What follows belongs to an exercise in optimizing a design on an open flow for small area; a production flow would make more cautious choices.
The RTL was checked by simulation tests, not by an equivalence proof against the original design.
Power and IR drop assume default switching activity.

// pio_pin_arbiter
module pio_pin_arbiter #(
  parameter int unsigned NUM_SM   = 4,
  parameter int unsigned NUM_PINS = 32,
  parameter int unsigned SYNC_STG = 2
) (
  input  logic                   clock,
  input  logic                   reset_n,
  input  logic [NUM_SM-1:0]      out_valid,
  input  logic [32*NUM_SM-1:0]   out_data,
  input  logic [5*NUM_SM-1:0]    out_base,
  input  logic [6*NUM_SM-1:0]    out_count,
  input  logic [NUM_SM-1:0]      dir_valid,
  input  logic [32*NUM_SM-1:0]   dir_data,
  input  logic [5*NUM_SM-1:0]    dir_base,
  input  logic [6*NUM_SM-1:0]    dir_count,
  input  logic [NUM_SM-1:0]      side_valid,
  input  logic [NUM_SM-1:0]      side_pindir,
  input  logic [5*NUM_SM-1:0]    side_data,
  input  logic [5*NUM_SM-1:0]    side_base,
  input  logic [3*NUM_SM-1:0]    side_count,
  input  logic [5*NUM_SM-1:0]    in_base,
  input  logic [NUM_PINS-1:0]    pad_in,
  output logic [NUM_PINS-1:0]    pad_out,
  output logic [NUM_PINS-1:0]    pad_oe,
  output logic [32*NUM_SM-1:0]   in_data,
  output logic                   conflict
);
For scale: roughly 5700 cells after synthesis, about 130 flip-flops, ~660 I/O pins.
==> flow/config.mk <==
export PLATFORM = sky130hd
export DESIGN_NAME = pio_pin_arbiter
export DESIGN_NICKNAME = pio_pin_arbiter
export VERILOG_FILES = /design/flow/design.v
export SDC_FILE = /design/flow/constraint.sdc
export NUM_CORES = 4
export LEC_CHECK = 0
export CAP_MARGIN = 20
export CORE_MARGIN = 2
export CORE_UTILIZATION = 62
export GPL_TIMING_DRIVEN = 0
export SETUP_SLACK_MARGIN = 0.5
export SLEW_MARGIN = 20
==> flow/constraint.sdc <==
create_clock -name core_clock -period 8.0 [get_ports {clock}]
set_input_delay 1.6000 -clock core_clock [delete_from_list [all_inputs] [get_ports {clock}]]
set_output_delay 1.6000 -clock core_clock [all_outputs]
set_load 0.01 [all_outputs]
standard.sh (not shown) runs the stock make flow with config.mk's settings and CLKGATE_MAP_FILE= SYNTH_SCRIPT=/design/flow/synth_recipe.tcl, a recipe that flattens the netlist after the stock synthesis.
==> flow/flow/run.sh <==
#!/bin/bash
# Standard ORFS layout with these changes:
#  * synthesis maps with area-oriented ABC scripts (amap after a few kinds of
#    logic restructuring; the smallest result is kept) and a few
#    non-inverting cells left out, so that muxes map to inverting AOI/OAI gates;
#    adders are left to ABC too (no full-adder cell extraction, no Kogge-Stone
#    carry map); everything else (registers, flattening, renaming) is the standard flow's.
#    The standard synthesis is run first only to read its register names, and
#    each register of the area-mapped netlist takes the name of the standard
#    register that drives the same net (yosys numbers unnamed cells by order).
#  * port buffers are the smallest buffer (buf_1) instead of the tool's pick.
#  * the clock tree uses clkbuf_8, small sink clusters and no dummy loads.
set -euo pipefail
W=$(pwd)
F=$W/flow
P=${FLOW_PLATFORM:-sky130hd}

# 1. standard synthesis: register names only
bash $W/standard.sh synth > $W/std_synth_make.log 2>&1
cp $W/orfs/results/$P/pio_pin_arbiter/base/1_2_yosys.v $W/std_synth.v
cp -r $W/orfs/logs $W/std_synth_logs
python3 $F/regnames.py std $W/std_synth.v $W/std_regs.txt > $W/regnames_std.log 2>&1
rm -rf $W/orfs

# 2. area-oriented synthesis and the layout
cat > $W/abc_args.tcl <<T
source $F/abc_best.tcl
set abc_args [list -script $F/abc_amap.abc {*}\$lib_args {*}\$lib_dont_use_args \\
  -dont_use sky130_fd_sc_hd__mux4_1 -dont_use sky130_fd_sc_hd__mux4_2 -dont_use sky130_fd_sc_hd__mux4_4 \\
  -dont_use sky130_fd_sc_hd__mux2_1 -dont_use sky130_fd_sc_hd__mux2_2 -dont_use sky130_fd_sc_hd__mux2_4 \\
  -dont_use sky130_fd_sc_hd__mux2_8 -dont_use sky130_fd_sc_hd__mux2i_1 -dont_use sky130_fd_sc_hd__mux2i_2 \\
  -dont_use sky130_fd_sc_hd__mux2i_4 -dont_use sky130_fd_sc_hd__o22a_1 -dont_use sky130_fd_sc_hd__o22a_2 \\
  -dont_use sky130_fd_sc_hd__o22a_4 -dont_use sky130_fd_sc_hd__a22o_1 -dont_use sky130_fd_sc_hd__a22o_2 \\
  -dont_use sky130_fd_sc_hd__a22o_4]
puts "abc_args: \$abc_args"
T
cat > $W/reg_names.tcl <<T
write_json $W/pre_regs.json
puts [exec python3 $F/regnames.py map $W/std_regs.txt $W/pre_regs.json $W/reg_renames.txt]
set fh [open $W/reg_renames.txt r]
yosys cd \$::env(DESIGN_NAME)
foreach line [split [read \$fh] "\n"] {
  if { \$line eq "" } { continue }
  lassign [split \$line "\t"] old new
  yosys rename \$old \$new
}
close \$fh
yosys cd ..
T
sed -e "s#^source \$::env(SCRIPTS_DIR)/synth_preamble.tcl\$#&\nsource $W/abc_args.tcl#" \
    -e "s#^  log_cmd abc {\*}\$abc_args\$#  abc_best [glob $F/abc_*.abc]#" \
  $FLOW_HOME/scripts/synth.tcl > $W/area_synth_core.tcl
grep -q "source $W/abc_args.tcl" $W/area_synth_core.tcl
grep -q "abc_best" $W/area_synth_core.tcl
sed -e "s#source \$::env(SCRIPTS_DIR)/synth.tcl#source $W/area_synth_core.tcl#" \
    -e "s#^write_verilog #source $W/reg_names.tcl\n&#" \
  $W/synth_recipe.tcl > $W/area_synth.tcl
grep -q "area_synth_core.tcl" $W/area_synth.tcl
grep -q "reg_names.tcl" $W/area_synth.tcl
bash $W/standard.sh SYNTH_SCRIPT=$W/area_synth.tcl ADDER_MAP_FILE= SYNTH_OPERATIONS_ARGS=-nofsm \
  "BUFFER_PORTS_ARGS=-buffer_cell sky130_fd_sc_hd__buf_1" \
  "CTS_ARGS=-sink_clustering_enable -repair_clock_nets -dont_use_dummy_load -buf_list sky130_fd_sc_hd__clkbuf_8 -root_buf sky130_fd_sc_hd__clkbuf_8 -sink_clustering_size 10 -sink_clustering_max_diameter 60" \
  ${FLOW_RUN_TARGET:-finish} > $W/flow_make.log 2>&1
Other scripts of this flow, unchanged in this note and not shown: flow/flow/abc_amap.abc, flow/flow/abc_best.tcl, flow/flow/abc_dc2_amap.abc, flow/flow/abc_dc2_if_amap.abc, flow/flow/abc_dch_amap.abc, flow/flow/abc_gdch_amap.abc, flow/flow/abc_gif_amap.abc, flow/flow/abc_if2_amap.abc, flow/flow/abc_if4_amap.abc, flow/flow/abc_if8_amap.abc, flow/flow/abc_if_amap.abc, flow/flow/abc_ifmfs_amap.abc, flow/flow/abc_resyn_amap.abc, flow/flow/abc_resyn_if_amap.abc, flow/flow/regnames.py
The first run finished clean.
Edit:
CORE_UTILIZATION = 50   (was 62)
=> The new run completed with no timing, DRC or antenna violations; critical path depth drops by 2; first-iteration DRC count drops by 20%; hold slack gets worse by 0.014 ns.

* * *

== the baseline ==
Another version of the RTL of pio_pin_arbiter (not shown whole).
Size: roughly 5700 cells after synthesis, about 660 I/O pins, ~34000 µm² of cells after synthesis.
// pio_pin_arbiter
module pio_pin_arbiter #(
  parameter int unsigned NUM_SM   = 4,
  parameter int unsigned NUM_PINS = 32,
  parameter int unsigned SYNC_STG = 2
) (
  input  logic                   clock,
  input  logic                   reset_n,
  input  logic [NUM_SM-1:0]      out_valid,
  input  logic [32*NUM_SM-1:0]   out_data,
  input  logic [5*NUM_SM-1:0]    out_base,
  input  logic [6*NUM_SM-1:0]    out_count,
  input  logic [NUM_SM-1:0]      dir_valid,
  input  logic [32*NUM_SM-1:0]   dir_data,
  input  logic [5*NUM_SM-1:0]    dir_base,
  input  logic [6*NUM_SM-1:0]    dir_count,
  input  logic [NUM_SM-1:0]      side_valid,
  input  logic [NUM_SM-1:0]      side_pindir,
  input  logic [5*NUM_SM-1:0]    side_data,
  input  logic [5*NUM_SM-1:0]    side_base,
  input  logic [3*NUM_SM-1:0]    side_count,
  input  logic [5*NUM_SM-1:0]    in_base,
  input  logic [NUM_PINS-1:0]    pad_in,
  output logic [NUM_PINS-1:0]    pad_out,
  output logic [NUM_PINS-1:0]    pad_oe,
  output logic [32*NUM_SM-1:0]   in_data,
  output logic                   conflict
);
  logic [31:0] pad_out_q, pad_out_d;
  logic [31:0] pad_oe_q, pad_oe_d;
  logic        conflict_q, conflict_d;
  logic [1:0][31:0] sync_q;
  function automatic logic [31:0] rotl(input logic [31:0] x, input logic [4:0] s);
    logic [31:0] t;
    t = x;
    if (s[0]) t = {t[30:0], t[31]};
    if (s[1]) t = {t[29:0], t[31:30]};
    if (s[2]) t = {t[27:0], t[31:28]};
    if (s[3]) t = {t[23:0], t[31:24]};
    if (s[4]) t = {t[15:0], t[31:16]};
    rotl = t;
  endfunction
  function automatic logic [31:0] rotr(input logic [31:0] x, input logic [4:0] s);
    logic [31:0] t;
    t = x;
    if (s[0]) t = {t[0], t[31:1]};
    if (s[1]) t = {t[1:0], t[31:2]};
    if (s[2]) t = {t[3:0], t[31:4]};
    if (s[3]) t = {t[7:0], t[31:8]};
    if (s[4]) t = {t[15:0], t[31:16]};
    rotr = t;
  endfunction
  ...
Settings: LEC_CHECK=0, CAP_MARGIN=10, CORE_MARGIN=2, CORE_UTILIZATION=50, GPL_TIMING_DRIVEN=0, SETUP_SLACK_MARGIN=0.5, SLEW_MARGIN=10; clock period 8.0 ns.
==> flow/flow/run.sh <==
#!/bin/bash
# Standard ORFS layout with these changes:
#  * synthesis maps with an area-oriented ABC script (amap) and a few
#    non-inverting cells left out, so that muxes map to inverting AOI/OAI gates;
#    adders are left to ABC too (no full-adder cell extraction, no Kogge-Stone
#    carry map); everything else (registers, flattening, renaming) is the standard flow's.
#    The standard synthesis is run first only to read its register names, and
#    each register of the area-mapped netlist takes the name of the standard
#    register that drives the same net (yosys numbers unnamed cells by order).
#  * port buffers are the smallest buffer (buf_1) instead of the tool's pick.
#  * the clock tree uses clkbuf_8, small sink clusters and no dummy loads.
set -euo pipefail
W=$(pwd)
F=$W/flow
P=${FLOW_PLATFORM:-sky130hd}

# 1. standard synthesis: register names only
bash $W/standard.sh synth > $W/std_synth_make.log 2>&1
cp $W/orfs/results/$P/pio_pin_arbiter/base/1_2_yosys.v $W/std_synth.v
cp -r $W/orfs/logs $W/std_synth_logs
python3 $F/regnames.py std $W/std_synth.v $W/std_regs.txt > $W/regnames_std.log 2>&1
rm -rf $W/orfs

# 2. area-oriented synthesis and the layout
cat > $W/abc_args.tcl <<T
set abc_args [list -script $F/area.abc {*}\$lib_args {*}\$lib_dont_use_args \\
  -dont_use sky130_fd_sc_hd__mux4_1 -dont_use sky130_fd_sc_hd__mux4_2 -dont_use sky130_fd_sc_hd__mux4_4 \\
  -dont_use sky130_fd_sc_hd__mux2_1 -dont_use sky130_fd_sc_hd__mux2_2 -dont_use sky130_fd_sc_hd__mux2_4 \\
  -dont_use sky130_fd_sc_hd__mux2_8 -dont_use sky130_fd_sc_hd__mux2i_1 -dont_use sky130_fd_sc_hd__mux2i_2 \\
  -dont_use sky130_fd_sc_hd__mux2i_4 -dont_use sky130_fd_sc_hd__o22a_1 -dont_use sky130_fd_sc_hd__o22a_2 \\
  -dont_use sky130_fd_sc_hd__o22a_4 -dont_use sky130_fd_sc_hd__a22o_1 -dont_use sky130_fd_sc_hd__a22o_2 \\
  -dont_use sky130_fd_sc_hd__a22o_4]
puts "abc_args: \$abc_args"
T
cat > $W/reg_names.tcl <<T
write_json $W/pre_regs.json
puts [exec python3 $F/regnames.py map $W/std_regs.txt $W/pre_regs.json $W/reg_renames.txt]
set fh [open $W/reg_renames.txt r]
yosys cd \$::env(DESIGN_NAME)
foreach line [split [read \$fh] "\n"] {
  if { \$line eq "" } { continue }
  lassign [split \$line "\t"] old new
  yosys rename \$old \$new
}
close \$fh
yosys cd ..
T
sed "s#^source \$::env(SCRIPTS_DIR)/synth_preamble.tcl\$#&\nsource $W/abc_args.tcl#" \
  $FLOW_HOME/scripts/synth.tcl > $W/area_synth_core.tcl
grep -q "source $W/abc_args.tcl" $W/area_synth_core.tcl
sed -e "s#source \$::env(SCRIPTS_DIR)/synth.tcl#source $W/area_synth_core.tcl#" \
    -e "s#^write_verilog #source $W/reg_names.tcl\n&#" \
  $W/synth_recipe.tcl > $W/area_synth.tcl
grep -q "area_synth_core.tcl" $W/area_synth.tcl
grep -q "reg_names.tcl" $W/area_synth.tcl
bash $W/standard.sh SYNTH_SCRIPT=$W/area_synth.tcl ADDER_MAP_FILE= SYNTH_OPERATIONS_ARGS=-nofsm \
  "BUFFER_PORTS_ARGS=-buffer_cell sky130_fd_sc_hd__buf_1" \
  "CTS_ARGS=-sink_clustering_enable -repair_clock_nets -dont_use_dummy_load -buf_list sky130_fd_sc_hd__clkbuf_8 -root_buf sky130_fd_sc_hd__clkbuf_8 -sink_clustering_size 10 -sink_clustering_max_diameter 60" \
  ${FLOW_RUN_TARGET:-finish} > $W/flow_make.log 2>&1
==> flow/flow/area.abc <==
strash
balance
rewrite
refactor
balance
rewrite
rewrite -z
balance
refactor -z
rewrite -z
balance
dch -f
amap
Other scripts of this flow, unchanged in this note and not shown: flow/flow/regnames.py
The flow for the baseline finished, though final verification flagged max-capacitance violations, max-slew violations.
[inputs] the candidate vs the baseline
-- flow/flow/run.sh --
<<< the baseline, line 3
#  * synthesis maps with an area-oriented ABC script (amap) and a few
>>> the candidate, line 3
#  * synthesis maps with area-oriented ABC scripts (amap after a few kinds of
#    logic restructuring; the smallest result is kept) and a few
<<< the baseline, line 26
set abc_args [list -script $F/area.abc {*}\$lib_args {*}\$lib_dont_use_args \\
>>> the candidate, line 27
source $F/abc_best.tcl
set abc_args [list -script $F/abc_amap.abc {*}\$lib_args {*}\$lib_dont_use_args \\
<<< the baseline, line 48
sed "s#^source \$::env(SCRIPTS_DIR)/synth_preamble.tcl\$#&\nsource $W/abc_args.tcl#" \
>>> the candidate, line 50
sed -e "s#^source \$::env(SCRIPTS_DIR)/synth_preamble.tcl\$#&\nsource $W/abc_args.tcl#" \
    -e "s#^  log_cmd abc {\*}\$abc_args\$#  abc_best [glob $F/abc_*.abc]#" \
<<< the baseline, line 51
>>> the candidate, line 54
grep -q "abc_best" $W/area_synth_core.tcl
==> flow/flow/abc_amap.abc (new file) <==
strash
dch -f
amap
==> flow/flow/abc_best.tcl (new file) <==
# Map with each area script in turn and keep the smallest result.
proc abc_best { scripts } {
  global abc_args lib_args
  design -save pre_abc
  set best ""
  set best_area 0
  foreach s $scripts {
    design -load pre_abc
    abc {*}[lreplace $abc_args 1 1 $s]
    set st [tee -q -s result.string stat {*}$lib_args]
    if { ![regexp {Chip area for module[^:]*: ([0-9.]+)} $st -> area] } {
      error "no area for $s"
    }
    puts "abc_best: [file tail $s] area $area"
    if { $best eq "" || $area < $best_area } {
      set best $s
      set best_area $area
    }
  }
  puts "abc_best: using [file tail $best] ($best_area)"
  design -load pre_abc
  abc {*}[lreplace $abc_args 1 1 $best]
}
==> flow/flow/abc_dc2_amap.abc (new file) <==
strash
dc2
dch -f
amap
==> flow/flow/abc_dc2_if_amap.abc (new file) <==
strash
dc2
dch -f
if -a -K 6
strash
dch -f
amap
==> flow/flow/abc_dch_amap.abc (new file) <==
strash
dch
amap
==> flow/flow/abc_gdch_amap.abc (new file) <==
strash
&get -n
&st
&dch -f
&put
amap
==> flow/flow/abc_gif_amap.abc (new file) <==
strash
&get -n
&st
&synch2
&if -a -K 6
&st
&put
dch -f
amap
==> flow/flow/abc_if2_amap.abc (new file) <==
strash
dch -f
if -a -K 6
strash
dch -f
if -a -K 6
strash
dch -f
amap
==> flow/flow/abc_if4_amap.abc (new file) <==
strash
dch -f
if -a -K 4
strash
dch -f
amap
==> flow/flow/abc_if8_amap.abc (new file) <==
strash
dch -f
if -a -K 8
strash
dch -f
amap
==> flow/flow/abc_if_amap.abc (new file) <==
strash
dch -f
if -a -K 6
strash
dch -f
amap
==> flow/flow/abc_ifmfs_amap.abc (new file) <==
strash
dch -f
if -a -K 6
mfs2
strash
dch -f
amap
==> flow/flow/abc_resyn_amap.abc (new file) <==
strash
balance
rewrite
refactor
balance
rewrite
rewrite -z
balance
refactor -z
rewrite -z
balance
dch -f
amap
==> flow/flow/abc_resyn_if_amap.abc (new file) <==
strash
balance
rewrite
refactor
balance
rewrite
rewrite -z
balance
refactor -z
rewrite -z
balance
dch -f
if -a -K 6
strash
dch -f
amap
removed: flow/flow/area.abc
[summary]
The candidate: all stages complete, timing, DRC and antenna checks passed. The candidate against the baseline: post-DP HPWL went down by 10000 µm; via count went down by 467; final-report max-slew violation count went down by 9. The candidate vs. the baseline: number of instances in the synthesized netlist went up by 98. The candidate -> the baseline: net switching fraction of the power flat. Between the baseline and the candidate, the flow reports cell total after placement increasing slightly. Looking at sequential fraction of total cell area across the candidate and the baseline, the one that comes out higher is the candidate. [the candidate vs the baseline] met2 track utilization from global routing: lower in the candidate. The baseline → the candidate: clock share of power has decreased, endpoint arrival time on the critical path has increased. Against the baseline, the candidate comes in 0.80% higher on final RePlAce weighted congestion.

## re-timing with driven ports
Ports are ideal in the flow. The routed layouts listed here were re-timed in OpenROAD.
Step 1 assumes that a clkbuf_16 drives the clock port and a buf_2 every other input.
Step 2 also shifts input and output timing later by t, the mid clock arrival at the registers, as if the neighbouring blocks saw the same clock.
a / b / c = ideal / step 1 / step 2; a / b = the first two.
run	t (ns)	slack for setup (ns)	worst slew at a driven data input, ns
the first run of note 1	0.567	0.301 / 0.289 / -0.277	0.21
the second run of note 1	0.649	0.685 / 0.730 / 0.081	0.23
the baseline	0.659	0.551 / 0.540 / -0.120	0.15
the candidate	0.561	0.435 / 0.456 / -0.106	0.09
For the baseline, which loses most, drivers alone change the setup slack by -0.011 ns; drivers and shift together by -0.671 ns.
